Source: an optimization exercise on an open RTL-to-GDS flow (aim: small area). Production flows keep margins and buffers that such runs may drop. Function was checked by simulation only, so behaviour that the tests miss may differ from the original. No activity file was given, so power comes from the tool's default toggle rates.

`constraint.sdc`:
```
create_clock -name core_clock -period 6.0 [get_ports {clk_i}]
set_input_delay 1.2000 -clock core_clock [delete_from_list [all_inputs] [get_ports {clk_i}]]
set_output_delay 1.2000 -clock core_clock [all_outputs]
set_load 0.01 [all_outputs]
```
`design.v`:
```
module proto_field_packer #(
    parameter int FIFO_DEPTH = 16,
    parameter int FIELD_W    = 5,
    parameter int DATA_W     = 64
) (
    input  logic                            clk_i,
    input  logic                            reset_ni,
    input  logic                            in_valid_i,
    input  logic [FIELD_W-1:0]              in_field_num_i,
    input  logic [7:0]                      in_byte_sel_i,
    input  logic [DATA_W-1:0]               in_val_i,
    input  logic                            in_raw_byte_i,
    input  logic                            flush_i,
    output logic                            out_valid_o,
    input  logic                            out_ready_i,
    output logic [FIELD_W-1:0]              out_field_num_o,
    output logic [7:0]                      out_byte_sel_o,
    output logic [DATA_W-1:0]               out_data_o,
    output logic                            out_last_o,
    output logic [$clog2(FIFO_DEPTH):0]     fifo_count_o,
    output logic                            overflow_o
);
    localparam int AW    = $clog2(FIFO_DEPTH);
    localparam int CW    = AW + 1;
    localparam int NS    = FIFO_DEPTH + 1;    
    localparam int NL    = DATA_W / 8;        
    localparam logic [CW-1:0] DEPTH_C = CW'(FIFO_DEPTH);
    logic [1:0] rst_sync_reg;
    logic       rst_n;
    always_ff @(posedge clk_i or negedge reset_ni) begin
        if (!reset_ni) rst_sync_reg <= 2'b00;
        else           rst_sync_reg <= {rst_sync_reg[0], 1'b1};
    end
    assign rst_n = rst_sync_reg[1];
    logic               open_reg;           
    logic [FIELD_W-1:0] field_reg;          
    logic [2:0]         nb_reg;             
    logic scalar, raw_v, same, raw_new, raw_cont, raw_app, open_item;
    logic emit_old, emit_flush, drop, pop;
    logic [1:0] n_enq, push_n;
    logic [CW-1:0] count_reg;
    assign scalar    = in_valid_i && !in_raw_byte_i;
    assign raw_v     = in_valid_i && in_raw_byte_i;
    assign same      = open_reg && (in_field_num_i == field_reg);
    assign raw_new   = raw_v && !same;                       
    assign raw_cont  = raw_v && same && (nb_reg == 3'd0);    
    assign raw_app   = raw_v && same && (nb_reg != 3'd0);    
    assign open_item = in_valid_i ? in_raw_byte_i : open_reg;
    assign emit_old  = open_reg && (scalar || raw_new || raw_cont);
    assign emit_flush = flush_i && open_item;
    assign n_enq     = 2'(emit_old) + 2'(scalar | emit_flush);
    assign drop      = (DEPTH_C - count_reg) < CW'(n_enq);
    assign push_n    = drop ? 2'd0 : n_enq;
    assign pop       = out_valid_o && out_ready_i;
    always_ff @(posedge clk_i or negedge rst_n) begin
        if (!rst_n) open_reg <= 1'b0;
        else        open_reg <= open_item && !flush_i;
    end
    always_ff @(posedge clk_i) begin
        if (raw_new) field_reg <= in_field_num_i;
        if (raw_new || raw_cont) nb_reg <= 3'd1;
        else if (raw_app)        nb_reg <= nb_reg + 3'd1;
    end
    localparam int PW = $clog2(NS);
    logic [PW-1:0] wr_reg, wr_p1, wr_p2;
    logic [NS-1:0] wr_oh, rd_oh, wr_inc, pos_full;
    logic          overflow_reg;
    assign wr_p1 = (wr_reg == PW'(NS-1)) ? '0 : wr_reg + PW'(1);
    assign wr_p2 = (wr_reg == PW'(NS-1)) ? PW'(1) : (wr_reg == PW'(NS-2)) ? '0 : wr_reg + PW'(2);
    always_comb begin
        for (int s = 0; s < NS; s++) begin
            wr_oh[s] = (wr_reg == PW'(s));
        end
    end
    assign wr_inc   = {wr_oh[NS-2:0], wr_oh[NS-1]};
    assign pos_full = (emit_old && !drop) ? wr_inc : wr_oh;
    always_ff @(posedge clk_i or negedge rst_n) begin
        if (!rst_n) begin
            wr_reg       <= '0;
            rd_oh        <= NS'(1);
            count_reg    <= '0;
            overflow_reg <= 1'b0;
        end else begin
            case (push_n)
                2'd1:    wr_reg <= wr_p1;
                2'd2:    wr_reg <= wr_p2;
                default: wr_reg <= wr_reg;
            endcase
            if (pop) rd_oh <= {rd_oh[NS-2:0], rd_oh[NS-1]};
            count_reg    <= count_reg + CW'(push_n) - CW'(pop);
            overflow_reg <= overflow_reg | drop;
        end
    end
    logic       full_we;
    logic [7:0] bus_sel;
    logic [7:0] bus_lane [NL];
    logic [NL-1:0] app_lane;
    assign full_we    = scalar || raw_new || raw_cont;
    assign bus_lane[0] = in_val_i[7:0];
    assign bus_sel[0]  = in_raw_byte_i || in_byte_sel_i[0];
    genvar gl;
    generate
        for (gl = 1; gl < NL; gl++) begin : g_bus
            assign bus_lane[gl] = in_raw_byte_i ? (raw_app ? in_val_i[7:0] : 8'h00) : in_val_i[gl*8 +: 8];
            assign bus_sel[gl]  = in_raw_byte_i ? raw_app : in_byte_sel_i[gl];
        end
        for (gl = 0; gl < NL; gl++) begin : g_app
            assign app_lane[gl] = raw_app && (nb_reg == 3'(gl));
        end
    endgenerate
    logic [FIELD_W-1:0] s_field [NS];
    logic [7:0]         s_sel   [NS];
    logic [7:0]         s_data  [NS][NL];
    logic               s_last  [NS];
    genvar gs;
    generate
        for (gs = 0; gs < NS; gs++) begin : g_slot
            logic fw, lz;
            assign fw = full_we && pos_full[gs];
            assign lz = raw_cont && !drop && wr_oh[gs];
            always_ff @(posedge clk_i) begin
                if (fw) s_field[gs] <= in_field_num_i;
                if (fw || lz) s_last[gs] <= fw;
            end
            for (gl = 0; gl < NL; gl++) begin : g_lane
                logic en;
                assign en = fw || (wr_oh[gs] && app_lane[gl]);
                always_ff @(posedge clk_i) begin
                    if (en) begin
                        s_data[gs][gl]  <= bus_lane[gl];
                        s_sel[gs][gl]   <= bus_sel[gl];
                    end
                end
            end
        end
    endgenerate
    always_comb begin
        out_field_num_o = '0;
        out_byte_sel_o  = '0;
        out_data_o      = '0;
        out_last_o      = 1'b0;
        for (int s = 0; s < NS; s++) begin
            out_field_num_o = out_field_num_o | (s_field[s] & {FIELD_W{rd_oh[s]}});
            out_byte_sel_o  = out_byte_sel_o  | (s_sel[s]   & {8{rd_oh[s]}});
            out_last_o      = out_last_o      | (s_last[s]  & rd_oh[s]);
            for (int l = 0; l < NL; l++)
                out_data_o[l*8 +: 8] = out_data_o[l*8 +: 8] | (s_data[s][l] & {8{rd_oh[s]}});
        end
    end
    assign out_valid_o  = (count_reg != '0);
    assign fifo_count_o = count_reg;
    assign overflow_o   = overflow_reg;
endmodule
```
`flow/run.sh`:
```
#!/bin/bash
# Standard ORFS layout with two changes: the CTS adds no dummy loads, and ports get buf_1 buffers.
set -euo pipefail
bash standard.sh \
  "CTS_ARGS=-sink_clustering_enable -repair_clock_nets -dont_use_dummy_load -sink_clustering_size 30 -sink_clustering_max_diameter 60" \
  "BUFFER_PORTS_ARGS=-buffer_cell sky130_fd_sc_hd__buf_1" \
  finish > make_finish.log 2>&1
```
`config.mk`:
```
export PLATFORM = sky130hd
export DESIGN_NAME = proto_field_packer
export DESIGN_NICKNAME = proto_field_packer
export VERILOG_FILES = /design/flow/design.v
export SDC_FILE = /design/flow/constraint.sdc
export NUM_CORES = 4
export LEC_CHECK = 0
export CAP_MARGIN = 20
export CORE_MARGIN = 2
export CORE_UTILIZATION = 65
export SLEW_MARGIN = 20
```
`standard.sh`:
```
#!/bin/bash
# synth_recipe.tcl (not shown) runs the flow's synth.tcl, then flattens the netlist and writes it again
# the make line also repeats each setting of config.mk as NAME=value (left out here)
make -C /OpenROAD-flow-scripts/flow DESIGN_CONFIG=/design/flow/config.mk WORK_HOME=/design/flow/orfs CLKGATE_MAP_FILE= SYNTH_SCRIPT=/design/flow/synth_recipe.tcl "${@:-finish}"
```
==> qor.yml, run 1 <==
design.core.area_sq_um: 78600
largest_register: "s_data"
dr.pass1.iters: 10
syn_to_final_growth_pct: 9.36
drt_iter0_markers: 5591
fmax_mhz: 192
leakage_nw: 18.4
cts_max_level: 3
holdBufCountCts: 0
synthTopCellsByCount: "1,331 x edfxtp_1, 312 x a22oi_1, 195 x o21ai_0"
slew_violations: 0
grt_max_degree: 62
grt_setup_unrepaired: "no"
fill_cells: 4998
antenna_left: 0
netlist_area_sq_um: 51400
ir_worst_vdd_v: 0.000253
post_route_cells_drive_above_1_share_pct: 10.8
dp_hpwl_um: 87600
grt.overflow.total: 0
synthTopCellsByArea: "edfxtp_1 78%, a22oi_1 4.6%, a221oi_1 2.7%"
io_buffers: 167
setup-tns-final_ps: 0
min_period_over_period_pct: 86.6
drc: 0
cp_num_buf_inv: 5
numCtsBuffers: 78
vias_per_cell: 7.34
endpoint_kind: "flip-flop"
power_density_nw_per_um2: 337
cts_tree: "built"
wl_per_cell_um: 35.4
synthCells: 3003
max-cap-violations: 0
ys_ff_latch: 1365
grt_pass1_wl_um: 216000
power_mw: 18.9
initial_core_util_pct: 65.4
ys_async_sr_fraction_pct: 2.27
synth.top_cell.area_share_pct: 77.8
layout_min_cycle_time_ps: 5200
die_x_um: 285
num_rows: 103
post-synth-top-count-cell: "edfxtp_1"
ys_types: 68
syn_area_per_cell_sq_um: 17.1
slew_headroom_pct: 15.5
worstPathArrival_ps: 5400
cts-root-buf: "clkbuf_16"
post_cts_buffers: 0
clk_path_buf_depth: 3
ys_seq_area_share_pct: 79.4
routed-via-count: 31690
first_global_vias: 30671
crit_chain: "buf_1 > buf_4 > xnor2_1 > nand4_2 > o31a_1 > and2_1 > ha_1 > inv_1 > ha_1 > clkinv_1 > o211a_1 > buf_4 > a21oi_1 > o21ai_2 > o21ai_1"
numClockSinks: 1365
cts_resized: 0
min-delay-path-class: "flip-flop to async pin"
dp_slack_ps: 325
worst_pin_slew_ps: 1260
largestRegisters: "s_data (1088), s_sel (136), s_field (85)"
io_pins: 168
path_max_fanout: 19
crit_family: "compound AO/OA/AOI/OAI gates"
fin_skew_ps: 65.9
synth_nets: 3112
setup_viol: 0
clk_pin_slew_worst_paths_ps: 100
routed_wl_um: 153000
clock_latency_ps: 680
nNetsFinal: 3368
fp.dieArea_sq_um: 81300
required_ps: 6210
path_class: "input pin to flip-flop"
synth_ff_type: "edfxtp_1"
status: "finished clean"
largest_reg_flops: 1088
die_height_um: 285
synth.largest_area_cell: "edfxtp_1"
grt_usage_pct: 37.5
finalHoldViolCount: 0
slowest_stage: "o21ai_2"
setup_ws_ps: 803
max_stage_delay_ps: 980
yosysWarnings: 6
antenna_found_initial: 7
gp_congestion: 0.902
synth-edff-count: 1331
cp-start-kind: "input pin"
## power by group
| group | internal [mW] | switching (mW) |
|---|---|---|
| Sequential | 11.4 | 0.313 |
| Clock | 2.31 | 2.78 |
| Combinational | 0.492 | 1.65 |
| Total | 14.2 | 4.75 |
## per-stage QoR
stage	hold slack, ps	instances	util [%]	instance area [sq um]
after floorplan	331	3003	-	51400
after global placement	271	4229	68.9	54200
after detailed placement	281	4229	69.0	54200
after CTS	292	4307	71.4	56200
after global routing	307	4311	71.5	56200
final	279	4319	71.5	56200
## per-layer routing
metal  GRT usage, %  vias up  share of wire, %
met5              0        -             0.014
met4           12.9        4               3.5
met3           8.30      333                13
met2           57.9     2518                46
met1           54.0    16021                37
li1               -    12814                 -
## final timing paths
kind,start,to,slack [ps],cells after the start
min in group core_clock,rst_sync_reg[0]$_DFF_PN0_,rst_sync_reg[1]$_DFF_PN0_,360,0
setup / recovery,in_field_num_i[3],s_data[45][0]$_DFFE_PP_,800,15
hold reg to reg,rst_sync_reg[1]$_DFF_PN0_,rd_oh[16]$_DFFE_PN0P_,280,1
setup reg to reg,field_reg[3]$_DFFE_PP_,s_data[45][0]$_DFFE_PP_,1140,13
max in group asynchronous,rst_sync_reg[1]$_DFF_PN0_,rd_oh[5]$_DFFE_PN0P_,5330,1
hold / removal,rst_sync_reg[1]$_DFF_PN0_,rd_oh[16]$_DFFE_PN0P_,280,1
## cell usage in the layout (no fill, tap or decap), types with 19 or more instances in the layout
cell,count
a21oi_1,25
a221oi_1,156
a222oi_1,78
a22o_1,79
a22oi_1,312
and3_1,79
buf_1,166
buf_4,208
clkbuf_16,78
edfxtp_1,1331
ha_1,25
inv_1,116
nand2_1,113
nand3_1,89
o21ai_0,79
o21ai_1,112
o21ai_2,19
## final cells by class
class | count | area (sq um) | share of cell area, %
inverters | 117 | 439 | 0.781
clock buffers | 78 | 1950 | 3.47
repair buffers | 376 | 2210 | 3.93
multi-input cells | 1321 | 9390 | 16.7
well taps | 1050 | 1310 | 2.34
flip-flops and latches | 1365 | 40900 | 72.7
diodes | 12 | 30.0 | 0.0534
## kinds of logic after synthesis
logic type / after synthesis / share of synthesized area [%]
buffers and inverters: 317 / 2.38
flip-flops: 1365 / 79.4
AO/OA/AOI/OAI: 912 / 13.3
AND/OR/NAND/NOR: 352 / 3.68
other: 1 / 0.00730
multiplexers: 18 / 0.392
adder cells (fa/ha/maj): 26 / 0.648
XOR/XNOR: 12 / 0.219
==> inputs of run 2 (changes only) <==
==> flow/run.sh (replaced) <==
#!/bin/bash
# Standard ORFS layout with three changes:
#  - after the standard synthesis, the combinational logic is re-mapped for area (flow/resyn.tcl);
#    every register keeps its instance name and cell type;
#  - the CTS adds no dummy loads and clusters up to 30 sinks per buffer;
#  - ports get buf_1 buffers.
set -euo pipefail
HERE=$(pwd)
R=$HERE/orfs/results/$FLOW_PLATFORM/proto_field_packer/base
bash standard.sh synth > make_synth.log 2>&1
cp $R/1_2_yosys.v $HERE/standard_synth.v
RESYN_IN=$HERE/standard_synth.v RESYN_OUT=$R/1_2_yosys.v RESYN_ABC=$HERE/flow/area.abc \
  yosys -c $HERE/flow/resyn.tcl > yosys_resyn.log 2>&1
rm -f $R/1_synth.odb $R/1_synth.sdc
bash standard.sh \
  "CTS_ARGS=-sink_clustering_enable -repair_clock_nets -dont_use_dummy_load -sink_clustering_size 30 -sink_clustering_max_diameter 60" \
  "BUFFER_PORTS_ARGS=-buffer_cell sky130_fd_sc_hd__buf_1" \
  finish > make_finish.log 2>&1
==> flow/area.abc (new file) <==
&get -n
&st
&syn2
&dch -f
&nf -R 1000 -a
&put
==> flow/resyn.tcl (new file) <==
# Re-maps the combinational logic of the standard synthesis netlist for area.
# Registers, tie cells and their instance names are kept exactly as the standard synthesis made them.
yosys -import
set lib $::env(FLOW_HOME)/platforms/sky130hd/lib/sky130_fd_sc_hd__tt_025C_1v80.lib
set top $::env(FLOW_TOP)
set in  $::env(RESYN_IN)
set out $::env(RESYN_OUT)
set abc_script $::env(RESYN_ABC)

read_liberty -ignore_miss_func $lib
read_verilog -defer $in
hierarchy -top $top
# Keep every sequential cell and the tie cells as they are.
set keep {}
foreach cell {dfxtp dfrtp dfstp dfrbp dfsbp dfbbp dfbbn dfrtn dfxbp edfxtp edfxbp sdfxtp sdfrtp sdfstp sedfxtp dlxtp dlxtn dlxbn dlxbp dlrtp dlrtn conb} {
  lappend keep "sky130_fd_sc_hd__${cell}_*"
}
foreach pat $keep { catch { setattr -mod -set blackbox 1 =$pat } }
flatten
delete t:\$scopeinfo
opt_clean -purge
set du {}
foreach c {sky130_fd_sc_hd__probe_p_8 sky130_fd_sc_hd__probec_p_8 sky130_fd_sc_hd__lpflow_*} { lappend du -dont_use $c }
abc -liberty $lib {*}$du -script $abc_script
opt_clean -purge
setundef -zero
hilomap -singleton -hicell sky130_fd_sc_hd__conb_1 HI -locell sky130_fd_sc_hd__conb_1 LO
insbuf -buf sky130_fd_sc_hd__buf_4 A X
splitnets
opt_clean -purge
tee -o resyn_stat.txt stat -liberty $lib
select -module $top
write_verilog -noattr -nohex -nodec -selected $out
==> run 2 against run 1 <==
  * Synthesized cell count fell by 13%
  * Flip-flop and latch count did not move
  * Via count fell by 3.8%
  * Register-to-register slack improved by 300 ps
  * Core utilization rose by 1.4 points
  * Die area fell by 4.2%
  * Global-route usage rose by 1.0 points
  * Synthesized area fell by 4.3%
  * First-iteration DRC count rose by 15%
  * Routed wire length fell by 1.9%
  * Largest power group unchanged
==> qor.yml, run 2 <==
fin_skew_ps: 65.1
path_max_fanout: 19
routed_wl_um: 150000
die_x_um: 279
antenna_found_initial: 5
max-cap-violations: 0
dr.pass1.iters: 8
post_route_cells_drive_above_1_share_pct: 9.64
ir_worst_vdd_v: 0.000309
finalHoldViolCount: 0
clk_path_buf_depth: 3
largest_register: "s_data"
grt_max_degree: 61
num_rows: 100
cts_tree: "built"
grtUsageMet3_pct: 9.50
max_stage_delay_ps: 930
worst_pin_slew_ps: 1160
cp-start-kind: "input pin"
grt_setup_unrepaired: "no"
synthCells: 2615
final_common_cell: "edfxtp_1"
startpoint: "in_field_num_i[1]"
drc: 0
setup_viol: 0
cts-root-buf: "clkbuf_16"
initial_core_util_pct: 65.9
die_height_um: 279
power_density_nw_per_um2: 336
yosysWarnings: 6
cts_max_level: 3
fill_cells: 4582
rr_worst_depth: 13
antenna_left: 0
grtUsageMet1_pct: 54.3
seq_area_sq_um: 40900
path_class: "input pin to flip-flop"
crit_chain: "buf_1 > buf_4 > xnor2_1 > nand4_1 > nor3_1 > buf_4 > nand3_1 > nand3_1 > or2_0 > nand2_1 > nand4_1 > nand2_1 > nor2_1 > o21ai_1 > o21ai_1"
whs_ps: 240
synth_nets: 2698
clock_latency_ps: 670
routed-via-count: 30496
drt_iter0_markers: 6453
post_cts_buffers: 0
gp_congestion: 0.912
vias_per_cell: 7.60
met2_usage_pct: 59.2
largest_reg_flops: 1088
required_ps: 6200
holdBufCountCts: 0
final_design_area_no_fill_sq_um: 54400
rrSetupSlack_ps: 1440
setup-tns-final_ps: 0
grt_usage_pct: 38.5
fmax_mhz: 200
syn_area_per_cell_sq_um: 18.8
wl_per_cell_um: 37.4
leakage_nw: 17.6
power_mw: 18.3
worstPathArrival_ps: 5210
largestRegisters: "s_data (1088), s_sel (136), s_field (85)"
syn_to_final_growth_pct: 10.6
r2r-start: "field_reg[2]$_DFFE_PP_"
slew_violations: 0
slew_headroom_pct: 22.3
clk_pin_slew_worst_paths_ps: 90
r2r-end: "s_data[129][0]$_DFFE_PP_"
slowest_stage: "o21ai_1"
numCtsBuffers: 75
placed_area_sq_um: 52500
grt.overflow.total: 0
first_global_vias: 29461
netlist_area_sq_um: 49200
min-delay-path-class: "flip-flop to async pin"
io_buffers: 167
status: "finished clean"
fp.dieArea_sq_um: 77900
design.core.area_sq_um: 74700
cp_num_buf_inv: 3
dp_hpwl_um: 87800
endpoint_kind: "flip-flop"
busiest_layer: "met2"
cts_resized: 0
nNetsFinal: 3123
crit_family: "simple AND/OR/NAND/NOR gates"
final_cell_mix: "1,331 x edfxtp_1, 357 x a222oi_1, 185 x buf_4, 166 x buf_1, 160 x nand2_1"
grt_pass1_wl_um: 211000
min_period_over_period_pct: 83.5
multi_input_area_sq_um: 8050
layout_min_cycle_time_ps: 5010
numClockSinks: 1365
io_pins: 168
run 2: cell count changes in the layout (fill, tap and decap cells not counted), sizes merged, moves of 72 or more:
cell	previous run	this run
a221oi	156	33
nor2	10	82
clkinv	1	93
inv	116	0
a222oi	78	357
and3	80	2
a22oi	312	46
run 2: cell type report:
cell class              instances  share of cell area, %
flip-flops and latches       1365                   75.1
multi-input cells            1152                   14.8
repair buffers                353                   3.74
clock buffers                  75                   3.45
well taps                     969                   2.23
inverters                      93                  0.642
diodes                          8                 0.0368
run 2: worst max-delay path by stage:
| stage | slack (ps) | cells after the start | to |
|---|---|---|---|
| 3_3_place_gp | 610 | 15 | s_data[129][4]$_DFFE_PP_ |
| 4_1_cts | 1270 | 16 | s_data[128][3]$_DFFE_PP_ |
| 5_1_grt | 870 | 15 | s_data[129][0]$_DFFE_PP_ |
| 3_5_place_dp | 610 | 16 | s_data[128][1]$_DFFE_PP_ |
| 2_1_floorplan | 1610 | 12 | s_data[100][0]$_DFFE_PP_ |
| 6_report | 990 | 15 | s_data[129][0]$_DFFE_PP_ |
run 2: report_power, final:
group          total, mW  internal [mW]  leakage, nW  switching, mW
Sequential          11.6           11.4         12.6          0.284
Clock               5.04           2.23        0.924           2.81
Combinational       1.59          0.303         4.05           1.29
Total               18.3           13.9         17.6           4.38
run 2: stage by stage:
stage                     setup slack [ps]  cells  utilization (%)
final                                  993   4015             72.8
after global routing                   874   4007             72.8
after CTS                             1270   4007             72.8
after detailed placement               614   3932             70.3
after global placement                 612   3930             70.2
after floorplan                       1610   2615                -
run 2: routing by layer:
metal	up-vias	share of wire (%)
met5	-	0
met4	0	4.2
met3	359	15
met2	2682	46
met1	15290	35
li1	12165	-
==> inputs of run 3 (changes only) <==
==> flow/run.sh (replaced) <==
#!/bin/bash
# Standard ORFS layout with three changes:
#  - after the standard synthesis, the combinational logic is re-mapped for area (flow/resyn.tcl);
#    every register keeps its instance name and cell type;
#  - the CTS adds no dummy loads and clusters up to 14 sinks per clkbuf_8;
#  - ports get buf_1 buffers.
set -euo pipefail
HERE=$(pwd)
R=$HERE/orfs/results/$FLOW_PLATFORM/proto_field_packer/base
bash standard.sh synth > make_synth.log 2>&1
cp $R/1_2_yosys.v $HERE/standard_synth.v
RESYN_IN=$HERE/standard_synth.v RESYN_OUT=$R/1_2_yosys.v RESYN_ABC=$HERE/flow/area.abc \
  yosys -c $HERE/flow/resyn.tcl > yosys_resyn.log 2>&1
rm -f $R/1_synth.odb $R/1_synth.sdc
bash standard.sh \
  "CTS_ARGS=-sink_clustering_enable -repair_clock_nets -dont_use_dummy_load -sink_clustering_size 14 -sink_clustering_max_diameter 100 -buf_list sky130_fd_sc_hd__clkbuf_8" \
  "BUFFER_PORTS_ARGS=-buffer_cell sky130_fd_sc_hd__buf_1" \
  finish > make_finish.log 2>&1
==> run 3 against run 2 <==
  * Still clean
  * Register-to-register slack got worse by 140 ps
  * Cell area is 0.77% lower
  * Clock skew down 17 ps
  * First-iteration DRC count rose by 3.4%
  * Synthesized cell count is the same
  * Core utilization down 0.56 points
  * Count of clock-buffer cells in the layout grew 32
  * Sequential share of layout area increased by 0.58 points
  * Critical path type unchanged
==> qor.yml, run 3 <==
status: "finished clean"
die_height_um: 279
min_period_over_period_pct: 84.3
holdBufCountCts: 0
syn_to_final_growth_pct: 9.76
layout_min_cycle_time_ps: 5060
p_int_mw: 13.2
setup_ws_ps: 942
grt.overflow.total: 0
max_stage_delay_ps: 980
crit_chain: "buf_1 > buf_4 > xnor2_1 > nand4_1 > nor3_1 > buf_4 > nand3_1 > nand3_1 > or2_0 > nand2_1 > nand4_1 > nand2_1 > nor2_1 > o21ai_1 > o21ai_1"
r2r-end: "s_data[129][0]$_DFFE_PP_"
endpoint_kind: "flip-flop"
grt_max_degree: 61
stdcell_count: 4041
dpl.cell_count: 3932
cp-start-kind: "input pin"
io_buffers: 167
leakage_nw: 17.4
cp_num_buf_inv: 3
worst_pin_slew_ps: 1230
cts_max_level: 3
final_cell_mix: "1,331 x edfxtp_1, 357 x a222oi_1, 185 x buf_4, 166 x buf_1, 160 x nand2_1"
dp_hpwl_um: 87800
p_clk_share_pct: 24.8
worstPathArrival_ps: 5340
synth_nets: 2698
setup-tns-final_ps: 0
largest_register: "s_data"
nNetsFinal: 3155
antenna_found_initial: 5
clk_path_buf_depth: 3
final_common_cell: "edfxtp_1"
r2r-start: "open_reg$_DFF_PN0_"
num_rows: 100
ir_worst_vdd_v: 0.000226
combPwrFrac_pct: 9.0
seqPwrFrac_pct: 66.1
cts_resized: 0
routed-via-count: 30510
vias_per_cell: 7.55
gp_congestion: 0.912
rrSetupSlack_ps: 1300
dp_slack_ps: 614
cts_tree: "built"
path_class: "input pin to flip-flop"
rr_worst_depth: 12
post_route_cells_drive_above_1_share_pct: 10.6
first_global_vias: 29805
fin_skew_ps: 48.1
slew_violations: 0
synthCells: 2615
grt_setup_unrepaired: "no"
drc: 0
io_pins: 168
dr.pass1.iters: 9
numCtsBuffers: 107
numClockSinks: 1365
routed_wl_um: 150000
crit_family: "simple AND/OR/NAND/NOR gates"
fin_util_pct: 72.3
yosysWarnings: 6
cts-root-buf: "clkbuf_8"
largestRegisters: "s_data (1088), s_sel (136), s_field (85)"
netlist_area_sq_um: 49200
fmax_mhz: 198
initial_core_util_pct: 65.9
p_switching_mw: 4.35
power_density_nw_per_um2: 326
syn_area_per_cell_sq_um: 18.8
post_cts_buffers: 0
cp.depth: 15
wl_per_cell_um: 37.2
path_max_fanout: 19
design.core.area_sq_um: 74700
clock_latency_ps: 760
required_ps: 6280
swShare_pct: 24.8
max-cap-violations: 0
grt_pass1_wl_um: 211000
fp.dieArea_sq_um: 77900
slew_headroom_pct: 17.1
finalHoldViolCount: 0
setup_viol: 0
slowest_stage: "o21ai_1"
largest_reg_flops: 1088
clk_pin_slew_worst_paths_ps: 90
drt_iter0_markers: 6671
die_x_um: 279
grt_usage_pct: 38.6
antenna_left: 0
min-delay-path-class: "input pin to async pin"
[run 3: changes by cell type in the layout (fill, tap and decap cells not counted), sizes merged]
| cell | before | now |
|---|---|---|
| diode | 8 | 2 |
| clkbuf | 75 | 107 |
[run 3: final cells by class]
class	count	area (sq um)
antenna	2	5.00
sequential	1365	40900
clock buffer	107	1470
tap	969	1210
inverter	93	349
multi-input combinational	1152	8050
fill	4631	20700
timing repair buffer	353	2040
[run 3: worst reg2reg max path, delay by kind of cell (launching register included)]
| kind | cells | cell delay, ps |
|---|---|---|
| simple gates | 9 | 1850 |
| buf+inv | 1 | 160 |
| compound gates | 2 | 1700 |
| flops | 1 | 520 |
[run 3: per-layer routing]
layer / share of wire (%) / track usage [%] / routed length (um)
met5: 0.023 / 0 / 34
met4: 4.4 / 15.1 / 6590
met3: 15 / 9.59 / 22100
met2: 46 / 59.1 / 69300
met1: 35 / 54.5 / 52400
[run 3: power by group through the flow]
stage          logic [mW]  registers (mW)  clock network (mW)
5_1_grt              1.63            11.7                4.65
6_report             1.59            11.6                4.37
3_3_place_gp         1.48            11.8                   0
4_1_cts              1.53            11.6                4.36
2_1_floorplan       0.694            11.7                   0
3_5_place_dp         1.52            11.8                   0
[run 3: how the worst max path moves through the flow]
stage                                  from                       end
after floorplan           in_field_num_i[2]  s_data[100][0]$_DFFE_PP_
after global placement    in_field_num_i[1]  s_data[129][4]$_DFFE_PP_
after detailed placement  in_field_num_i[2]  s_data[128][1]$_DFFE_PP_
after CTS                 in_field_num_i[2]  s_data[129][0]$_DFFE_PP_
after global routing      in_field_num_i[2]  s_data[129][0]$_DFFE_PP_
final                     in_field_num_i[2]  s_data[129][0]$_DFFE_PP_
[run 3: through the flow]
step	power, mW	hold slack (ps)	cell area [sq um]
after floorplan	12.4	331	49200
after global placement	13.3	263	52500
after detailed placement	13.4	296	52500
after CTS	17.5	227	54000
after global routing	18.0	250	54000
final	17.6	252	54000
==> inputs of run 4 (changes only) <==
==> flow/run.sh (replaced) <==
#!/bin/bash
# Standard ORFS layout with three changes:
#  - after the standard synthesis, the combinational logic is re-mapped for area (flow/resyn.tcl);
#    every register keeps its instance name and cell type;
#  - the CTS adds no dummy loads and clusters up to 26 sinks per buffer;
#  - ports get buf_1 buffers.
set -euo pipefail
HERE=$(pwd)
R=$HERE/orfs/results/$FLOW_PLATFORM/proto_field_packer/base
bash standard.sh synth > make_synth.log 2>&1
cp $R/1_2_yosys.v $HERE/standard_synth.v
RESYN_IN=$HERE/standard_synth.v RESYN_OUT=$R/1_2_yosys.v RESYN_ABC=$HERE/flow/area.abc \
  yosys -c $HERE/flow/resyn.tcl > yosys_resyn.log 2>&1
rm -f $R/1_synth.odb $R/1_synth.sdc
bash standard.sh \
  "CTS_ARGS=-sink_clustering_enable -repair_clock_nets -dont_use_dummy_load -sink_clustering_size 26 -sink_clustering_max_diameter 100" \
  "BUFFER_PORTS_ARGS=-buffer_cell sky130_fd_sc_hd__buf_1" \
  finish > make_finish.log 2>&1
==> run 4 against run 3 <==
  * Core utilization hardly changed
  * Via count is 0.71% lower
  * Critical path depth grew 1
  * Still clean
  * Largest cell class unchanged
  * Power rose by 0.50%
  * Critical path type unchanged
  * Hold slack better by 40 ps
  * Synthesized cell count stayed put
  * Count of clock-buffer cells in the layout down 49
==> qor.yml, run 4 <==
status: "finished clean"
fin_skew_ps: 42.2
worst_pin_slew_ps: 1190
drc: 0
first_global_vias: 29392
initial_core_util_pct: 65.9
dp_hpwl_um: 87800
largestRegisters: "s_data (1088), s_sel (136), s_field (85)"
post_route_cells_drive_above_1_share_pct: 9.10
slew_headroom_pct: 20.5
synthCells: 2615
syn_to_final_growth_pct: 9.75
ir_worst_vdd_v: 0.000312
grt_pass1_wl_um: 210000
setup-tns-final_ps: 0
rr_worst_depth: 13
post_cts_buffers: 0
cts_resized: 0
endpoint_kind: "flip-flop"
slew_violations: 0
yosysWarnings: 6
required_ps: 6300
nNetsFinal: 3106
dr.pass1.iters: 11
netlist_area_sq_um: 49200
final_cell_mix: "1,331 x edfxtp_1, 357 x a222oi_1, 185 x buf_4, 166 x buf_1, 160 x nand2_1"
largest_register: "s_data"
num_rows: 100
grt_usage_pct: 38.4
syn_area_per_cell_sq_um: 18.8
numCtsBuffers: 58
numClockSinks: 1365
seqPwrFrac_pct: 65.8
vias_per_cell: 7.57
cts-root-buf: "clkbuf_16"
setup_viol: 0
grt_max_degree: 61
r2r-end: "s_sel[16][0]$_DFFE_PP_"
fmax_mhz: 203
drt_iter0_markers: 6732
p_int_mw: 13.4
min-delay-path-class: "flip-flop to async pin"
worstPathArrival_ps: 5220
combPwrFrac_pct: 9.0
min_period_over_period_pct: 82.0
grt.overflow.total: 0
wl_per_cell_um: 37.4
grt_setup_unrepaired: "no"
path_class: "input pin to flip-flop"
antenna_found_initial: 5
leakage_nw: 17.3
finalHoldViolCount: 0
setup_ws_ps: 1080
synth_nets: 2698
power_density_nw_per_um2: 327
holdBufCountCts: 0
cts_max_level: 2
swShare_pct: 24.3
gp_congestion: 0.912
final_common_cell: "edfxtp_1"
die_x_um: 279
clk_pin_slew_worst_paths_ps: 110
max-cap-violations: 0
p_clk_share_pct: 25.2
layout_min_cycle_time_ps: 4920
clock_latency_ps: 690
die_height_um: 279
antenna_left: 0
io_pins: 168
rrSetupSlack_ps: 1480
fp.dieArea_sq_um: 77900
r2r-start: "open_reg$_DFF_PN0_"
routed-via-count: 30292
cts_tree: "built"
design.core.area_sq_um: 74700
largest_reg_flops: 1088
dp_slack_ps: 614
path_max_fanout: 19
clk_path_buf_depth: 3
io_buffers: 167
cp-start-kind: "input pin"
routed_wl_um: 150000
p_switching_mw: 4.30
run 4: changes by cell type in the layout (fill, tap and decap cells not counted), sizes merged:
| cell | previous run | this run |
|---|---|---|
| clkbuf | 107 | 58 |
| diode | 2 | 9 |
run 4: how the worst max path moves through the flow:
stage          cells after the start                  endpoint               from  slack (ps)
4_1_cts                           16  s_data[128][1]$_DFFE_PP_  in_field_num_i[1]        1320
2_1_floorplan                     12  s_data[100][0]$_DFFE_PP_  in_field_num_i[2]        1610
6_report                          16    s_sel[16][0]$_DFFE_PP_  in_field_num_i[1]        1080
5_1_grt                           15  s_data[129][7]$_DFFE_PP_  in_field_num_i[1]         890
3_3_place_gp                      15  s_data[129][4]$_DFFE_PP_  in_field_num_i[1]         610
3_5_place_dp                      16  s_data[128][1]$_DFFE_PP_  in_field_num_i[2]         610
run 4: layout make-up:
type	instances	area, sq um
Fill cell	4621	20700
Sequential cell	1365	40900
Tap cell	969	1210
Antenna cell	9	22.5
Clock buffer	58	1450
Inverter	93	349
Multi-Input combinational cell	1152	8050
Timing Repair Buffer	353	2040
run 4: per-stage QoR:
step | instances | power, mW | hold WS (ps) | instance area (sq um) | utilization, %
after floorplan | 2615 | 12.4 | 331 | 49200 | -
after global placement | 3930 | 13.3 | 263 | 52500 | 70.2
after detailed placement | 3932 | 13.4 | 296 | 52500 | 70.3
after CTS | 3990 | 17.6 | 283 | 53900 | 72.2
after global routing | 3995 | 18.0 | 304 | 54000 | 72.3
final | 3999 | 17.7 | 291 | 54000 | 72.3
run 4: critical path, stage by stage:
cell      delay (ps)
buf_1             70
buf_4            250
xnor2_1          120
nand4_1          120
nor3_1            60
buf_4            160
nand3_1          110
nand3_1          110
or2_0            270
nand2_1           80
nand4_1          320
nand2_1          580
nor2_1           110
o21ai_1          900
buf_4            330
clkinv_1         410
run 4: per-layer routing:
layer	track usage (%)	share of wire [%]	vias up
met5	0	0	-
met4	15.1	4.3	0
met3	9.42	14	369
met2	59.0	46	2640
met1	53.9	35	15159
li1	-	-	12124
run 4: power groups by stage:
stage | Sequential (mW) | Combinational [mW] | Clock (mW)
final | 11.6 | 1.59 | 4.46
after global routing | 11.7 | 1.63 | 4.72
after CTS | 11.6 | 1.53 | 4.42
after detailed placement | 11.8 | 1.52 | 0
after global placement | 11.8 | 1.48 | 0
after floorplan | 11.7 | 0.694 | 0
==> inputs of run 5 (changes only) <==
--- a/config.mk
+++ b/config.mk
@@ -7,5 +7,5 @@
 export LEC_CHECK = 0
 export CAP_MARGIN = 20
 export CORE_MARGIN = 2
-export CORE_UTILIZATION = 65
+export CORE_UTILIZATION = 75
 export SLEW_MARGIN = 20
==> run 5 against run 4 <==
  * Flip-flop and latch count unchanged
  * Maximum frequency down 4.9%
  * Register-to-register slack worse by 240 ps
  * Global-route usage up 6.2 points
  * Critical path depth down 2
  * Largest cell class unchanged
  * Non-clock buffer count down 25
  * Largest power group unchanged
  * Core utilization up 11 points
==> qor.yml, run 5 <==
status: "finished clean"
clk_pin_slew_worst_paths_ps: 100
cp-start-kind: "input pin"
first_global_vias: 30274
power_density_nw_per_um2: 328
stdcell_count: 3865
clk_path_buf_depth: 3
fin_skew_ps: 62.2
nNetsFinal: 3081
worstPathArrival_ps: 5460
syn_to_final_growth_pct: 9.20
cpMostUsedCell: "nand3_1"
final_cell_mix: "1,331 x edfxtp_1, 357 x a222oi_1, 166 x buf_1, 160 x nand2_1, 158 x buf_4"
path_max_fanout: 9
max_stage_delay_ps: 610
fin_util_pct: 83.0
drt_iter0_markers: 8114
cts_max_level: 2
grt_usage_pct: 44.6
largest_register: "s_data"
setup_viol: 0
dp_hpwl_um: 88000
syn_area_per_cell_sq_um: 18.8
slew_headroom_pct: 19.4
yosysWarnings: 6
routed-via-count: 31348
initial_core_util_pct: 76.0
num_rows: 93
min-delay-path-class: "flip-flop to async pin"
required_ps: 6290
die_x_um: 260
p_clk_share_pct: 25.0
numClockSinks: 1365
netlist_area_sq_um: 49200
cp_num_buf_inv: 2
die_height_um: 260
final_design_area_no_fill_sq_um: 53700
setup-tns-final_ps: 0
antenna_left: 0
crit_family: "simple AND/OR/NAND/NOR gates"
slowest_stage: "o21ai_1"
vias_per_cell: 8.11
cts_resized: 0
design.core.area_sq_um: 64700
numCtsBuffers: 58
grt.overflow.total: 0
max-cap-violations: 0
antenna_found_initial: 4
layout_min_cycle_time_ps: 5170
seqPwrFrac_pct: 66.1
crit_chain: "buf_1 > xnor2_1 > nand4_1 > nor3_1 > nand3_1 > nand3_1 > or2_0 > nand2_1 > nand4_1 > and2_0 > xnor2_1 > nand3_1 > buf_4 > o21ai_1"
leakage_nw: 17.2
largestRegisters: "s_data (1088), s_sel (136), s_field (85)"
wl_per_cell_um: 38.8
holdBufCountCts: 0
clock_latency_ps: 690
swShare_pct: 24.2
fmax_mhz: 193
routed_wl_um: 150000
p_int_mw: 13.4
drc: 0
synth_nets: 2698
post_cts_buffers: 0
io_pins: 168
path_class: "input pin to flip-flop"
worst_pin_slew_ps: 1200
grt_setup_unrepaired: "no"
p_switching_mw: 4.27
synthCells: 2615
combPwrFrac_pct: 8.9
io_buffers: 167
rrSetupSlack_ps: 1240
final_common_cell: "edfxtp_1"
gp_congestion: 0.967
finalHoldViolCount: 0
dpl.cell_count: 3791
post_route_cells_drive_above_1_share_pct: 8.68
min_period_over_period_pct: 86.2
endpoint_kind: "flip-flop"
cts-root-buf: "clkbuf_16"
ir_worst_vdd_v: 0.000297
fp.dieArea_sq_um: 67700
slew_violations: 0
grt_pass1_wl_um: 210000
cts_tree: "built"
largest_reg_flops: 1088
dr.pass1.iters: 12
placed_area_sq_um: 52200
grt_max_degree: 58
[run 5: path summary, 6_finish.rpt]
check	start	end	cells after the start
hold / removal	rst_sync_reg[1]$_DFF_PN0_	count_reg[3]$_DFF_PN0_	0
min in group core_clock	rst_sync_reg[0]$_DFF_PN0_	rst_sync_reg[1]$_DFF_PN0_	0
max in group asynchronous	rst_sync_reg[1]$_DFF_PN0_	rd_oh[0]$_DFFE_PN1P_	1
setup reg to reg	open_reg$_DFF_PN0_	s_data[1][2]$_DFFE_PP_	12
hold reg to reg	rst_sync_reg[1]$_DFF_PN0_	count_reg[3]$_DFF_PN0_	0
setup / recovery	in_field_num_i[2]	s_data[1][2]$_DFFE_PP_	14
[run 5: power by group through the flow]
| stage | registers (mW) | clock network [mW] | logic (mW) |
|---|---|---|---|
| 2_1_floorplan | 11.7 | 0 | 0.694 |
| 3_3_place_gp | 11.8 | 0 | 1.40 |
| 3_5_place_dp | 11.9 | 0 | 1.46 |
| 4_1_cts | 11.6 | 4.33 | 1.47 |
| 5_1_grt | 11.7 | 4.60 | 1.60 |
| 6_report | 11.7 | 4.41 | 1.57 |
[run 5: stage by stage]
step / setup WS, ps / hold WS, ps / power [mW]
global placement: 714 / 130 / 13.2
floorplan: 1610 / 331 / 12.4
detailed placement: 611 / 130 / 13.3
CTS: 1250 / 138 / 17.4
global route: 813 / 159 / 17.9
finish: 830 / 128 / 17.6
[run 5: final cells by class]
cell class	count	area, sq um
Timing Repair Buffer	328	1860
Tap cell	855	1070
Fill cell	3086	11000
Clock buffer	58	1450
Inverter	93	349
Multi-Input combinational cell	1152	8090
Sequential cell	1365	40900
Antenna cell	14	35.0
[run 5: metal layers]
metal	vias up	routed length (um)	global-route usage [%]
li1	12069	-	-
met1	15118	45500	59.4
met2	3593	67700	66.1
met3	564	27500	15.3
met4	4	9220	24.4
met5	-	30	0
==> inputs of run 6 (changes only) <==
--- a/design.v
+++ b/design.v
@@ -61,32 +61,23 @@
         if (raw_new || raw_cont) nb_reg <= 3'd1;
         else if (raw_app)        nb_reg <= nb_reg + 3'd1;
     end
-    localparam int PW = $clog2(NS);
-    logic [PW-1:0] wr_reg, wr_p1, wr_p2;
-    logic [NS-1:0] wr_oh, rd_oh, wr_inc, pos_full;
+    logic [NS-1:0] wr_reg, rd_reg, wr_inc, pos_full;
     logic          overflow_reg;
-    assign wr_p1 = (wr_reg == PW'(NS-1)) ? '0 : wr_reg + PW'(1);
-    assign wr_p2 = (wr_reg == PW'(NS-1)) ? PW'(1) : (wr_reg == PW'(NS-2)) ? '0 : wr_reg + PW'(2);
-    always_comb begin
-        for (int s = 0; s < NS; s++) begin
-            wr_oh[s] = (wr_reg == PW'(s));
-        end
-    end
-    assign wr_inc   = {wr_oh[NS-2:0], wr_oh[NS-1]};
-    assign pos_full = (emit_old && !drop) ? wr_inc : wr_oh;
+    assign wr_inc   = {wr_reg[NS-2:0], wr_reg[NS-1]};
+    assign pos_full = (emit_old && !drop) ? wr_inc : wr_reg;
     always_ff @(posedge clk_i or negedge rst_n) begin
         if (!rst_n) begin
-            wr_reg       <= '0;
-            rd_oh        <= NS'(1);
+            wr_reg       <= NS'(1);
+            rd_reg       <= NS'(1);
             count_reg    <= '0;
             overflow_reg <= 1'b0;
         end else begin
             case (push_n)
-                2'd1:    wr_reg <= wr_p1;
-                2'd2:    wr_reg <= wr_p2;
+                2'd1:    wr_reg <= wr_inc;
+                2'd2:    wr_reg <= {wr_reg[NS-3:0], wr_reg[NS-1:NS-2]};
                 default: wr_reg <= wr_reg;
             endcase
-            if (pop) rd_oh <= {rd_oh[NS-2:0], rd_oh[NS-1]};
+            if (pop) rd_reg <= {rd_reg[NS-2:0], rd_reg[NS-1]};
             count_reg    <= count_reg + CW'(push_n) - CW'(pop);
             overflow_reg <= overflow_reg | drop;
         end
@@ -117,14 +108,14 @@
         for (gs = 0; gs < NS; gs++) begin : g_slot
             logic fw, lz;
             assign fw = full_we && pos_full[gs];
-            assign lz = raw_cont && !drop && wr_oh[gs];
+            assign lz = raw_cont && !drop && wr_reg[gs];
             always_ff @(posedge clk_i) begin
                 if (fw) s_field[gs] <= in_field_num_i;
                 if (fw || lz) s_last[gs] <= fw;
             end
             for (gl = 0; gl < NL; gl++) begin : g_lane
                 logic en;
-                assign en = fw || (wr_oh[gs] && app_lane[gl]);
+                assign en = fw || (wr_reg[gs] && app_lane[gl]);
                 always_ff @(posedge clk_i) begin
                     if (en) begin
                         s_data[gs][gl]  <= bus_lane[gl];
@@ -140,11 +131,11 @@
         out_data_o      = '0;
         out_last_o      = 1'b0;
         for (int s = 0; s < NS; s++) begin
-            out_field_num_o = out_field_num_o | (s_field[s] & {FIELD_W{rd_oh[s]}});
-            out_byte_sel_o  = out_byte_sel_o  | (s_sel[s]   & {8{rd_oh[s]}});
-            out_last_o      = out_last_o      | (s_last[s]  & rd_oh[s]);
+            out_field_num_o = out_field_num_o | (s_field[s] & {FIELD_W{rd_reg[s]}});
+            out_byte_sel_o  = out_byte_sel_o  | (s_sel[s]   & {8{rd_reg[s]}});
+            out_last_o      = out_last_o      | (s_last[s]  & rd_reg[s]);
             for (int l = 0; l < NL; l++)
-                out_data_o[l*8 +: 8] = out_data_o[l*8 +: 8] | (s_data[s][l] & {8{rd_oh[s]}});
+                out_data_o[l*8 +: 8] = out_data_o[l*8 +: 8] | (s_data[s][l] & {8{rd_reg[s]}});
         end
     end
     assign out_valid_o  = (count_reg != '0);
==> flow/run.sh (replaced) <==
#!/bin/bash
# Standard ORFS layout with three changes:
#  - after the standard synthesis, the combinational logic is re-mapped for area (flow/resyn.tcl);
#    every register keeps its instance name and cell type;
#  - the CTS adds no dummy loads and clusters up to 30 sinks per buffer;
#  - ports get buf_1 buffers.
set -euo pipefail
HERE=$(pwd)
R=$HERE/orfs/results/$FLOW_PLATFORM/proto_field_packer/base
bash standard.sh synth > make_synth.log 2>&1
cp $R/1_2_yosys.v $HERE/standard_synth.v
RESYN_IN=$HERE/standard_synth.v RESYN_OUT=$R/1_2_yosys.v RESYN_ABC=$HERE/flow/area.abc \
  yosys -c $HERE/flow/resyn.tcl > yosys_resyn.log 2>&1
rm -f $R/1_synth.odb $R/1_synth.sdc
bash standard.sh \
  "CTS_ARGS=-sink_clustering_enable -repair_clock_nets -dont_use_dummy_load -sink_clustering_size 30 -sink_clustering_max_diameter 60" \
  "BUFFER_PORTS_ARGS=-buffer_cell sky130_fd_sc_hd__buf_1" \
  finish > make_finish.log 2>&1
--- a/config.mk
+++ b/config.mk
@@ -5,7 +5,7 @@
 export SDC_FILE = /design/flow/constraint.sdc
 export NUM_CORES = 4
 export LEC_CHECK = 0
-export CAP_MARGIN = 20
+export CAP_MARGIN = 10
 export CORE_MARGIN = 2
-export CORE_UTILIZATION = 75
-export SLEW_MARGIN = 20
+export CORE_UTILIZATION = 65
+export SLEW_MARGIN = 10
==> run 6 against run 5 <==
  * Sequential share of layout area decreased by 0.84 points
  * Cell area is 1.9% higher
  * Still clean on timing, DRC and antenna
  * First-iteration DRC count down 17%
  * Largest power group unchanged
==> qor.yml, run 6 <==
seq_area_sq_um: 41200
fill_cells: 4807
finalHoldViolCount: 0
gp_congestion: 0.902
drt_iter0_markers: 6737
nNetsFinal: 3241
die_x_um: 281
fin_util_pct: 72.2
slew_violations: 0
max-cap-violations: 0
cp.depth: 14
initial_core_util_pct: 65.6
met2_usage_pct: 58.7
worstPathArrival_ps: 5740
syn_to_final_growth_pct: 10.0
placed_area_sq_um: 52800
routed_wl_um: 153000
crit_chain: "buf_1 > xor2_1 > nor4_1 > buf_4 > a41oi_1 > and2_0 > xnor2_1 > o31ai_1 > nand2_1 > nor2_1 > buf_4 > nand2_1 > buf_4 > nand2_1"
first_global_vias: 29812
cts_max_level: 3
cp-start-kind: "input pin"
busiest_layer: "met2"
worstHoldPathCells: 0
cp_num_buf_inv: 4
status: "finished clean"
endpoint_kind: "flip-flop"
grt_pass1_wl_um: 213000
grtUsageMet1_pct: 55.0
numClockSinks: 1377
path_max_fanout: 19
max_stage_delay_ps: 770
required_ps: 6260
syn_area_per_cell_sq_um: 18.0
final_cell_mix: "1,331 x edfxtp_1, 505 x nand2_1, 365 x a222oi_1, 166 x buf_1, 145 x buf_4"
die_height_um: 281
cts_tree: "built"
setup_viol: 0
numCtsBuffers: 78
cts-root-buf: "clkbuf_16"
multi_input_area_sq_um: 8370
grt_setup_unrepaired: "no"
rr_worst_depth: 13
slowest_stage: "buf_1"
synth_nets: 2851
worst_pin_slew_ps: 1310
crit_family: "simple AND/OR/NAND/NOR gates"
io_buffers: 167
clock_latency_ps: 670
path_class: "input pin to flip-flop"
ir_worst_vdd_v: 0.000279
grtUsageMet3_pct: 10.8
largest_reg_flops: 1088
layout_min_cycle_time_ps: 5480
fin_skew_ps: 56.8
stdcell_count: 4138
clk_pin_slew_worst_paths_ps: 80
wl_per_cell_um: 37.0
setup-tns-final_ps: 0
cts_resized: 0
vias_per_cell: 7.49
fp.dieArea_sq_um: 78700
dpl.cell_count: 4056
min_period_over_period_pct: 91.3
final_design_area_no_fill_sq_um: 54700
rrSetupSlack_ps: 1420
antenna_found_initial: 4
routed-via-count: 31000
holdBufCountCts: 0
antenna_left: 0
largestRegisters: "s_data (1088), s_sel (136), s_field (85)"
leakage_nw: 19.5
post_cts_buffers: 0
num_rows: 101
netlist_area_sq_um: 49700
design.core.area_sq_um: 75800
synthCells: 2768
largest_register: "s_data"
dp_hpwl_um: 89500
fmax_mhz: 183
post_route_cells_drive_above_1_share_pct: 7.79
min-delay-path-class: "flip-flop to flip-flop"
final_common_cell: "edfxtp_1"
grt_usage_pct: 39.0
slew_headroom_pct: 12.5
grt_max_degree: 65
dr.pass1.iters: 8
io_pins: 168
power_density_nw_per_um2: 409
yosysWarnings: 6
grt.overflow.total: 0
drc: 0
clk_path_buf_depth: 3
[run 6: cell type report]
cell class | instances | area share [%]
multi-input cells | 1327 | 15.3
diodes | 4 | 0.0183
flip-flops and latches | 1377 | 75.2
clock buffers | 78 | 3.57
repair buffers | 315 | 3.25
inverters | 59 | 0.405
well taps | 978 | 2.24
[run 6: worst paths after layout]
path | startpoint | end
max in group asynchronous | rst_sync_reg[1]$_DFF_PN0_ | rd_reg[6]$_DFFE_PN0P_
min in group asynchronous | reset_ni | rst_sync_reg[1]$_DFF_PN0_
worst max register to register | field_reg[2]$_DFFE_PP_ | s_data[61][4]$_DFFE_PP_
worst max-delay path | in_field_num_i[4] | s_data[61][4]$_DFFE_PP_
worst min-delay path | rst_sync_reg[0]$_DFF_PN0_ | rst_sync_reg[1]$_DFF_PN0_
worst min register to register | rst_sync_reg[0]$_DFF_PN0_ | rst_sync_reg[1]$_DFF_PN0_
[run 6: worst register-to-register path, delay by kind of cell, from the launching register on]
family / cells / cell delay (ps)
compound gates: 2 / 670
buf+inv: 3 / 800
simple gates: 6 / 2010
xor+xnor: 2 / 300
flops: 1 / 390
[run 6: layer usage]
metal  vias up  wire (um)  part of all wire, %
met2      2812      69300                   45
met3       358      23400                   15
li1      12408          -                    -
met5         -          0                    0
met1     15422      53900                   35
met4         0       6440                  4.2
[run 6: per-stage QoR]
stage | power [mW] | hold WS [ps] | worst slack, ps
4_1_cts | 22.2 | 351 | 822
5_1_grt | 22.9 | 365 | 333
6_report | 22.4 | 342 | 521
2_1_floorplan | 15.4 | 331 | 1820
3_5_place_dp | 17.2 | 339 | 183
3_3_place_gp | 17.1 | 342 | 149
[run 6: power by group]
part / leakage [nW] / internal [mW] / switching, mW
Clock: 0.961 / 2.32 / 2.86
Sequential: 13.7 / 13.3 / 0.826
Combinational: 4.84 / 0.434 / 2.60
Total: 19.5 / 16.1 / 6.28
==> inputs of run 7 (changes only) <==
--- a/config.mk
+++ b/config.mk
@@ -5,7 +5,7 @@
 export SDC_FILE = /design/flow/constraint.sdc
 export NUM_CORES = 4
 export LEC_CHECK = 0
-export CAP_MARGIN = 10
+export CAP_MARGIN = 20
 export CORE_MARGIN = 2
 export CORE_UTILIZATION = 65
-export SLEW_MARGIN = 10
+export SLEW_MARGIN = 20
==> run 7 against run 6 <==
  * Still clean
  * Power hardly changed
  * Synthesized cell count stayed put
  * Count of clock-buffer cells in the layout stayed put
  * Synthesized area stayed put
  * Clock power hardly changed
  * Setup slack better by 4.6 ps
  * Final cell count is 0.12% higher
  * Maximum frequency hardly changed
  * Core utilization hardly changed
  * Critical path depth stayed put
  * Critical path type unchanged
  * Critical endpoint is now s_data[107][2]$_DFFE_PP_
==> qor.yml, run 7 <==
yosysWarnings: 6
grt_pass1_wl_um: 214000
ir_worst_vdd_v: 0.000285
fmax_mhz: 183
worst_pin_slew_ps: 1190
startpoint: "in_field_num_i[4]"
slew_violations: 0
die_height_um: 281
rr_worst_depth: 13
io_pins: 168
worstPathArrival_ps: 5730
finalHoldViolCount: 0
cp-start-kind: "input pin"
routed-via-count: 30977
largest_reg_flops: 1088
path_max_fanout: 19
syn_to_final_growth_pct: 10.1
synth_nets: 2851
largest_register: "s_data"
status: "finished clean"
required_ps: 6250
drt_iter0_markers: 6845
endpoint: "s_data[107][2]$_DFFE_PP_"
layout_min_cycle_time_ps: 5470
grt.overflow.total: 0
r2r-end: "s_data[107][2]$_DFFE_PP_"
gp_congestion: 0.902
clk_path_buf_depth: 3
dr.pass1.iters: 9
dp_hpwl_um: 89700
min_period_over_period_pct: 91.2
grt_usage_pct: 39.1
antenna_left: 0
power_density_nw_per_um2: 408
numClockSinks: 1377
clock_latency_ps: 700
path_class: "input pin to flip-flop"
nNetsFinal: 3242
die_x_um: 281
holdBufCountCts: 0
vias_per_cell: 7.48
netlist_area_sq_um: 49700
fp.dieArea_sq_um: 78700
cts-root-buf: "clkbuf_16"
antenna_found_initial: 7
leakage_nw: 19.5
power_mw: 22.4
largestRegisters: "s_data (1088), s_sel (136), s_field (85)"
rrSetupSlack_ps: 1430
drc: 0
setup-tns-final_ps: 0
setup_viol: 0
slew_headroom_pct: 20.8
cts_max_level: 3
fin_skew_ps: 89.0
routed_wl_um: 153000
final_common_cell: "edfxtp_1"
wl_per_cell_um: 37.0
numCtsBuffers: 78
synthCells: 2768
cts_resized: 0
num_rows: 101
initial_core_util_pct: 65.6
first_global_vias: 29637
fill_cells: 4752
whs_ps: 359
final_cell_mix: "1,331 x edfxtp_1, 505 x nand2_1, 365 x a222oi_1, 166 x buf_1, 145 x buf_4"
min-delay-path-class: "flip-flop to flip-flop"
cts_tree: "built"
endpoint_kind: "flip-flop"
r2r-start: "field_reg[2]$_DFFE_PP_"
grt_setup_unrepaired: "no"
post_cts_buffers: 0
design.core.area_sq_um: 75800
io_buffers: 167
post_route_cells_drive_above_1_share_pct: 7.82
max-cap-violations: 0
syn_area_per_cell_sq_um: 18.0
grt_max_degree: 63
clk_pin_slew_worst_paths_ps: 80
==> run 7: power by group <==
part           switching [mW]  leakage, nW  internal, mW
Clock                    2.87        0.961          2.32
Sequential              0.831         13.7          13.3
Combinational            2.59         4.86         0.434
Total                    6.29         19.5          16.1
==> run 7: area by class of cell <==
| type | count | area [sq um] | area share, % |
|---|---|---|---|
| Antenna cell | 8 | 20.0 | 0.0366 |
| Clock buffer | 78 | 1950 | 3.56 |
| Timing Repair Buffer | 316 | 1800 | 3.29 |
| Multi-Input combinational cell | 1327 | 8370 | 15.3 |
| Sequential cell | 1377 | 41200 | 75.2 |
| Tap cell | 978 | 1220 | 2.23 |
| Inverter | 59 | 221 | 0.404 |
==> run 7: how the worst min path moves through the flow <==
stage,start,to,slack (ps),cells after the start
6_report,rst_sync_reg[0]$_DFF_PN0_,rst_sync_reg[1]$_DFF_PN0_,360,0
5_1_grt,rst_sync_reg[0]$_DFF_PN0_,rst_sync_reg[1]$_DFF_PN0_,380,0
4_1_cts,rst_sync_reg[0]$_DFF_PN0_,rst_sync_reg[1]$_DFF_PN0_,360,0
3_5_place_dp,rst_sync_reg[0]$_DFF_PN0_,rst_sync_reg[1]$_DFF_PN0_,340,0
3_3_place_gp,rst_sync_reg[0]$_DFF_PN0_,rst_sync_reg[1]$_DFF_PN0_,340,0
2_1_floorplan,rst_sync_reg[0]$_DFF_PN0_,rst_sync_reg[1]$_DFF_PN0_,330,0
==> run 7: critical path: stages <==
cell and delay, ps:
buf_1 790, xor2_1 150, nor4_1 410, buf_4 190, a41oi_1 140, and2_0 230
xnor2_1 140, o31ai_1 530, nand2_1 160, nor2_1 150, buf_4 230, nand2_1 570
buf_4 380, nand2_1 400
==> run 7: stage by stage <==
step | utilization, % | instances | cell area (sq um) | worst slack (ps)
CTS | 72.2 | 4135 | 54700 | 803
global placement | 69.6 | 4056 | 52800 | 149
detailed placement | 69.6 | 4057 | 52800 | 174
finish | 72.2 | 4143 | 54800 | 526
floorplan | - | 2768 | 49700 | 1820
global route | 72.2 | 4138 | 54800 | 362
==> run 7: routing by layer <==
metal / up-vias / GRT usage [%] / part of all wire, %
li1: 12395 / - / -
met1: 15378 / 54.3 / 35
met2: 2807 / 58.4 / 45
met3: 397 / 12.3 / 16
met4: 0 / 16.0 / 4.5
met5: - / 0 / 0
==> inputs of run 8 (changes only) <==
==> flow/run.sh (replaced) <==
#!/bin/bash
# Standard ORFS layout with three changes:
#  - after the standard synthesis, the combinational logic is re-mapped for area (flow/resyn.tcl);
#    every register keeps its instance name and cell type;
#  - the CTS adds no dummy loads and clusters up to 16 sinks per clkbuf_8;
#  - ports get buf_1 buffers.
set -euo pipefail
HERE=$(pwd)
R=$HERE/orfs/results/$FLOW_PLATFORM/proto_field_packer/base
bash standard.sh synth > make_synth.log 2>&1
cp $R/1_2_yosys.v $HERE/standard_synth.v
RESYN_IN=$HERE/standard_synth.v RESYN_OUT=$R/1_2_yosys.v RESYN_ABC=$HERE/flow/area.abc \
  yosys -c $HERE/flow/resyn.tcl > yosys_resyn.log 2>&1
rm -f $R/1_synth.odb $R/1_synth.sdc
bash standard.sh \
  "CTS_ARGS=-sink_clustering_enable -repair_clock_nets -dont_use_dummy_load -sink_clustering_size 16 -sink_clustering_max_diameter 40 -buf_list sky130_fd_sc_hd__clkbuf_8" \
  "BUFFER_PORTS_ARGS=-buffer_cell sky130_fd_sc_hd__buf_1" \
  finish > make_finish.log 2>&1
==> run 8 against run 7 <==
  * Still clean
  * Critical path depth fell by 1
  * Flip-flop and latch count did not move
  * Clock power is 1% lower
  * Critical endpoint is now s_data[110][2]$_DFFE_PP_
==> qor.yml, run 8 <==
setup_viol: 0
io_pins: 168
path_max_fanout: 19
largestRegisters: "s_data (1088), s_sel (136), s_field (85)"
power_density_nw_per_um2: 407
cts_resized: 0
synth_nets: 2851
wl_per_cell_um: 36.6
yosysWarnings: 6
gp_congestion: 0.902
routed-via-count: 31274
layout_min_cycle_time_ps: 5300
dp_hpwl_um: 89700
min_period_over_period_pct: 88.3
crit_family: "simple AND/OR/NAND/NOR gates"
clk_path_buf_depth: 3
finalHoldViolCount: 0
cp-start-kind: "input pin"
antenna_found_initial: 9
max-cap-violations: 0
final_cell_mix: "1,331 x edfxtp_1, 505 x nand2_1, 365 x a222oi_1, 166 x buf_1, 146 x clkbuf_8"
dr.pass1.iters: 10
status: "finished clean"
worstPathArrival_ps: 5690
holdBufCountCts: 0
path_class: "input pin to flip-flop"
vias_per_cell: 7.41
drt_iter0_markers: 6514
r2r-start: "field_reg[3]$_DFFE_PP_"
whs_ps: 243
rrSetupSlack_ps: 1520
die_x_um: 281
grt_setup_unrepaired: "no"
crit_chain: "buf_1 > xor2_1 > nor4_1 > buf_4 > a41oi_1 > and2_0 > xnor2_1 > o31ai_1 > nand2_1 > nor2_1 > buf_4 > nand2_1 > nand2_1"
syn_area_per_cell_sq_um: 18.0
required_ps: 6390
nNetsFinal: 3310
routed_wl_um: 154000
setup-tns-final_ps: 0
grt_usage_pct: 39.4
first_global_vias: 30118
fmax_mhz: 189
clock_latency_ps: 850
slowest_stage: "buf_1"
synthCells: 2768
fin_skew_ps: 120
cts_max_level: 4
num_rows: 101
largest_reg_flops: 1088
netlist_area_sq_um: 49700
cts-root-buf: "clkbuf_8"
cpMostUsedCell: "nand2_1"
slew_violations: 0
power_mw: 22.3
leakage_nw: 19.6
worst_pin_slew_ps: 1200
max_stage_delay_ps: 770
endpoint_kind: "flip-flop"
grt.overflow.total: 0
drc: 0
fin_util_pct: 72.3
cts_tree: "built"
io_buffers: 167
fp.dieArea_sq_um: 78700
grt_max_degree: 63
post_cts_buffers: 0
ir_worst_vdd_v: 0.000242
clk_pin_slew_worst_paths_ps: 60
cp_num_buf_inv: 3
numClockSinks: 1377
rr_worst_depth: 12
design.core.area_sq_um: 75800
min-delay-path-class: "input pin to async pin"
slew_headroom_pct: 20.3
largest_register: "s_data"
grt_pass1_wl_um: 215000
numCtsBuffers: 146
final_common_cell: "edfxtp_1"
antenna_left: 0
die_height_um: 281
initial_core_util_pct: 65.6
post_route_cells_drive_above_1_share_pct: 9.77
r2r-end: "s_data[110][2]$_DFFE_PP_"
syn_to_final_growth_pct: 10.3
run 8: cell count changes in the layout (fill, tap and decap cells not counted):
| cell | before | now |
|---|---|---|
| clkbuf_8 | 0 | 146 |
| clkbuf_16 | 78 | 0 |
| diode_2 | 8 | 15 |
run 8: where the power goes:
| group | internal [mW] | leakage (nW) | switching (mW) | total [mW] |
|---|---|---|---|---|
| clock network | 2.16 | 1.05 | 2.96 | 5.12 |
| registers | 13.3 | 13.7 | 0.825 | 14.2 |
| logic | 0.435 | 4.86 | 2.60 | 3.03 |
run 8: per-layer routing:
metal  part of all wire (%)  track usage, %
met3                     16            13.9
met2                     45            57.9
met4                    4.7            16.8
met1                     34            54.1
met5                  0.069           0.813
run 8: worst max-delay path by stage:
| stage | from | endpoint | slack, ps | depth (start not counted) |
|---|---|---|---|---|
| 6_report | in_field_num_i[3] | s_data[110][2]$_DFFE_PP_ | 700 | 13 |
| 5_1_grt | in_field_num_i[2] | s_data[53][6]$_DFFE_PP_ | 570 | 14 |
| 4_1_cts | in_field_num_i[4] | s_data[33][3]$_DFFE_PP_ | 1020 | 14 |
| 3_5_place_dp | in_field_num_i[4] | s_data[107][1]$_DFFE_PP_ | 170 | 14 |
| 3_3_place_gp | in_field_num_i[2] | s_data[61][1]$_DFFE_PP_ | 150 | 14 |
| 2_1_floorplan | in_field_num_i[2] | s_data[100][0]$_DFFE_PP_ | 1820 | 10 |
run 8: final cells by class:
type                       instances  area, sq um
inverter                          59          221
timing repair buffer             316         1800
sequential                      1377        41200
clock buffer                     146         2010
multi-input combinational       1327         8370
tap                              978         1220
antenna                           15         37.5
fill                            4747        21000
run 8: through the flow:
| step | setup slack [ps] | instance area [sq um] | cells |
|---|---|---|---|
| finish | 700 | 54800 | 4218 |
| global route | 569 | 54800 | 4208 |
| CTS | 1020 | 54800 | 4203 |
| detailed placement | 174 | 52800 | 4057 |
| global placement | 149 | 52800 | 4056 |
| floorplan | 1820 | 49700 | 2768 |
run 8: worst reg2reg max path, stage by stage (launching register included):
cell      delay (ps)
edfxtp_1         390
xor2_1           150
nor4_1           440
buf_4            190
a41oi_1          140
and2_0           230
xnor2_1          140
o31ai_1          530
nand2_1          160
nor2_1           150
buf_4            230
nand2_1          590
nand2_1          740

[separate check: timing with driven ports]
No port has a modelled driver above. Below, the same layouts with a new extraction and two added sets of constraints.
Step 1 (the two cells are an assumption about what drives the block):
set clk [get_ports {clk_i}]
set_driving_cell -lib_cell sky130_fd_sc_hd__clkbuf_16 $clk
set_driving_cell -lib_cell sky130_fd_sc_hd__buf_2 [delete_from_list [all_inputs] $clk]
Step 2, shift: input delay + t, output delay - t, t = (earliest + latest rising clock arrival at the registers) / 2. This alone moves slack from input paths to output paths.
Three values: ideal, step 1, step 2; two values: the first two.
run | t, ns | setup slack, ns | pins driven straight from the clock port
run 1 | 0.711 | 0.803 / 0.849 / 0.138 | 1
run 2 | 0.699 | 0.993 / 1.031 / 0.332 | 1
run 3 | 0.805 | 0.942 / 0.984 / 0.178 | 1
run 4 | 0.737 | 1.082 / 1.121 / 0.384 | 1
run 5 | 0.728 | 0.830 / 0.876 / 0.147 | 1
run 6 | 0.713 | 0.521 / 0.549 / -0.163 | 1
run 7 | 0.725 | 0.526 / 0.567 / -0.157 | 1
run 8 | 0.857 | 0.700 / 0.742 / -0.115 | 1
Met with ideal ports but missed after step 2: setup timing in run 6, run 7 and run 8. The setup slack of run 8, which loses most, moves by +0.042 ns with the drivers and by -0.815 ns with both steps.
